Source: an optimization exercise on an open RTL-to-GDS flow (aim: small area and a short achievable clock period). Production flows keep margins and buffers that such runs may drop. Only simulation tests tie the RTL to the original design; equivalence was not proved. The clock port is modelled as an ideal driver, which makes a skipped or thinned clock tree look cheaper than it is; a real chip needs a root buffer or a tree. Power and IR drop assume default switching activity.

## cedar
==> flow/design.v (excerpt) <==
module adc_capture_top
(
   input  logic        user_clk_out,
   input  logic        sys_rst_n,
   input  logic        adc_valid_i,
   input  adc_capture_pkg::adc_sample_t adc_i_i,
   input  adc_capture_pkg::adc_sample_t adc_q_i,
   input  logic        reg_wr_i,
   input  logic        reg_rd_i,
   input  adc_capture_pkg::reg_addr_t   reg_addr_i,
   input  adc_capture_pkg::reg_data_t   reg_wdata_i,
   output adc_capture_pkg::reg_data_t   reg_rdata_o,
   output logic        reg_rvalid_o,
   output logic        out_valid_o,
   output adc_capture_pkg::data_word_t  out_data_o,
   output logic        out_channel_o
);
   logic        ch0_enable, ch1_enable;
   adc_capture_pkg::divider_t    ch0_divider, ch1_divider;
   logic        ch0_count_clear, ch1_count_clear;
   logic        ch0_count_load, ch1_count_load;
   adc_capture_pkg::word_count_t ch0_word_count, ch1_word_count;
   logic        ch0_overflow, ch1_overflow;
   logic        ch0_pop, ch1_pop;
   logic        ch0_empty, ch1_empty;
   logic        ch0_full, ch1_full;
   logic        stream_enable;
   logic [27:0] ch0_head28, ch1_head28;
   capture_channel u_ch0 (
  ...
export LEC_CHECK = 0
export CAP_MARGIN = 20
export CORE_MARGIN = 2
export CORE_UTILIZATION = 40
export SETUP_SLACK_MARGIN = 3.0
export SLEW_MARGIN = 20
create_clock -name core_clock -period 5.0 [get_ports {user_clk_out}]
run.sh (not shown) runs the stock make flow with config.mk's settings and CLKGATE_MAP_FILE= SYNTH_SCRIPT=/design/flow/synth_recipe.tcl, a recipe that flattens the netlist after the stock synthesis.
cedar went all the way through synthesis, placement and routing and the layout is clean on timing, DRC and antenna.
### cedar -> oak
- removing SETUP_SLACK_MARGIN (formerly 3.0)
Notes after the runs:
Looking at launching instance or port of the critical path, the reg_addr_i[2] result is from oak; the u_ch0.dec_cnt_q[10] one comes from cedar. Going from cedar to oak, setup slack of the critical path after layout went down by 720 ps; fraction of synthesis flops using an asynchronous set or reset pin comparable; part of the total power dissipated in combinational logic lost 5.3 points; largest driver fanout on the critical path moved up; total cell area at the placement stage lost about 0.9%. Share of cell area taken by muxes after synthesis came out exactly the same in cedar and oak. As far as total number of placement rows is concerned, oak and cedar perform about the same. Diff cedar -> oak | overall track demand over capacity in global routing | decrease of 1.7 points. Max required arrival time at the worst endpoint across cedar and oak: cedar.

---

Another version of the RTL of adc_capture_top (not shown whole).
Size: roughly 140 I/O pins, about 46000 µm² of cells after synthesis.
==> flow/config.mk <==
export PLATFORM = sky130hd
export DESIGN_NAME = adc_capture_top
export DESIGN_NICKNAME = adc_capture_top
export VERILOG_FILES = /design/flow/design.v
export SDC_FILE = /design/flow/constraint.sdc
export NUM_CORES = 4
export LEC_CHECK = 0
export CAP_MARGIN = 20
export CORE_MARGIN = 2
export CORE_UTILIZATION = 40
export SETUP_SLACK_MARGIN = 3.0
export SLEW_MARGIN = 20
==> flow/constraint.sdc <==
create_clock -name core_clock -period 5.0 [get_ports {user_clk_out}]
set_input_delay 1.0000 -clock core_clock [delete_from_list [all_inputs] [get_ports {user_clk_out}]]
set_output_delay 1.0000 -clock core_clock [all_outputs]
set_load 0.01 [all_outputs]
standard.sh (not shown) runs the stock make flow with config.mk's settings and CLKGATE_MAP_FILE= SYNTH_SCRIPT=/design/flow/synth_recipe.tcl, a recipe that flattens the netlist after the stock synthesis.
==> flow/flow/run.sh <==
#!/bin/bash
# Own layout flow: the standard flow (standard synthesis unchanged), with
# plain buffers on the ports instead of the delay cells buffer_ports picks,
# a clock tree with larger sink clusters and no dummy loads, and the clock
# port driving the tree's first branch buffers directly (post_cts.tcl).
set -euo pipefail
export BUFFER_PORTS_ARGS="-buffer_cell sky130_fd_sc_hd__buf_4"
export CTS_ARGS="-sink_clustering_enable -repair_clock_nets -sink_clustering_size 30 -sink_clustering_max_diameter 100 -dont_use_dummy_load"
export POST_CTS_TCL="$(pwd)/flow/post_cts.tcl"
bash standard.sh finish > standard.log 2>&1
==> flow/flow/post_cts.tcl <==
set root [get_cells -quiet clkbuf_0_user_clk_out]
if {[llength $root] == 1} {
  set loads [get_pins -of_objects [get_nets -of_objects [get_pins clkbuf_0_user_clk_out/X]] -filter "direction == input"]
  puts "root buffer loads: [llength $loads]"
  if {[llength $loads] <= 4} {
    remove_buffers $root
    estimate_parasitics -placement
    repair_timing_helper
    detailed_placement
    check_placement -verbose
  }
}
==> next run, changes <==
--- a/flow/flow/run.sh
+++ b/flow/flow/run.sh
@@ -6,5 +6,5 @@
 set -euo pipefail
 export BUFFER_PORTS_ARGS="-buffer_cell sky130_fd_sc_hd__buf_4"
-export CTS_ARGS="-sink_clustering_enable -repair_clock_nets -sink_clustering_size 30 -sink_clustering_max_diameter 100 -dont_use_dummy_load"
+export CTS_ARGS="-sink_clustering_enable -repair_clock_nets -sink_clustering_size 25 -sink_clustering_max_diameter 100 -dont_use_dummy_load"
 export POST_CTS_TCL="$(pwd)/flow/post_cts.tcl"
 bash standard.sh finish > standard.log 2>&1
CORE_UTILIZATION = 55   (was 40)
The new run completed without violations.
Clock skew falls by 0.070 ns.
Synthesized cell count does not change.
Design area falls slightly.
Global-route usage came out higher by 9.9 points.
Sequential cell count is unchanged.
Worst setup slack is about the same.
Sequential power is about the same.
==> next run, changes <==
CORE_UTILIZATION = 40   (was 55)
SETUP_SLACK_MARGIN = 3.1   (was 3.0)
Effect:
- cell area increases by 15%
- die area increases by 37%
- worst setup slack is worse by 0.11 ns
- clock power increases by about 2%
- wire length increases by 15%
- global-route usage decreases by 7.1 points
- non-clock buffer count increases by 268
- utilization decreases by 10 points
- area after synthesis does not change
==> next run, changes <==
SETUP_SLACK_MARGIN = 3.0   (was 3.1)
Outcome: The changed run went through all stages and came out clean; clock power is lower by about 1%; area after synthesis does not change; synthesized cell count does not change.
==> next run, changes <==
--- a/flow/flow/run.sh
+++ b/flow/flow/run.sh
@@ -5,5 +5,5 @@
 # port driving the tree's first branch buffers directly (post_cts.tcl).
 set -euo pipefail
-export BUFFER_PORTS_ARGS="-buffer_cell sky130_fd_sc_hd__buf_4"
+export BUFFER_PORTS_ARGS="-buffer_cell sky130_fd_sc_hd__buf_2"
 export CTS_ARGS="-sink_clustering_enable -repair_clock_nets -sink_clustering_size 25 -sink_clustering_max_diameter 100 -dont_use_dummy_load"
 export POST_CTS_TCL="$(pwd)/flow/post_cts.tcl"
After rerunning: Power goes down slightly; setup slack got worse by 0.048 ns; wire length goes down slightly; worst hold slack improved by 0.052 ns.

==> re-timing with driven ports <==
The flow's constraints put no driver on any port. The routed layouts listed below were extracted and timed again, unchanged, in two steps. Step 1, drivers: a clkbuf_16 drives user_clk_out and a buf_2 each remaining input, both assumed. Step 2 also shifts input and output timing later by t, the mid clock arrival at the registers, as if the neighbouring blocks saw the same clock. Slacks: no drivers / after step 1 / after step 2; pairs: no drivers / after step 1.
run | t (ns) | setup slack, ns | hold WS [ns] | slew at the worst register clock pin (ns)
cedar | 0.778 | 2.348 / 2.348 / 1.796 | 0.309 / 0.289 / 0.448 | 0.07 / 0.07
oak | 0.774 | 1.629 / 1.676 / 0.902 | 0.335 / 0.309 / 0.441 | 0.07 / 0.07
the first run of note 2 | 0.557 | 2.955 / 2.816 / 2.384 | 0.382 / 0.278 / 0.441 | 0.12 / 0.12
the second run of note 2 | 0.580 | 2.954 / 2.816 / 2.349 | 0.451 / 0.452 / 0.452 | 0.11 / 0.11
the third run of note 2 | 0.597 | 2.840 / 2.779 / 2.475 | 0.446 / 0.447 / 0.447 | 0.11 / 0.11
the fourth run of note 2 | 0.585 | 2.969 / 2.821 / 2.424 | 0.402 / 0.289 / 0.405 | 0.11 / 0.11
the fifth run of note 2 | 0.599 | 2.921 / 2.774 / 2.423 | 0.453 / 0.446 / 0.453 | 0.11 / 0.11
After both steps every run listed still meets setup and hold. The setup slack of oak, which loses most, moves by +0.047 ns with the drivers and by -0.727 ns with both steps.
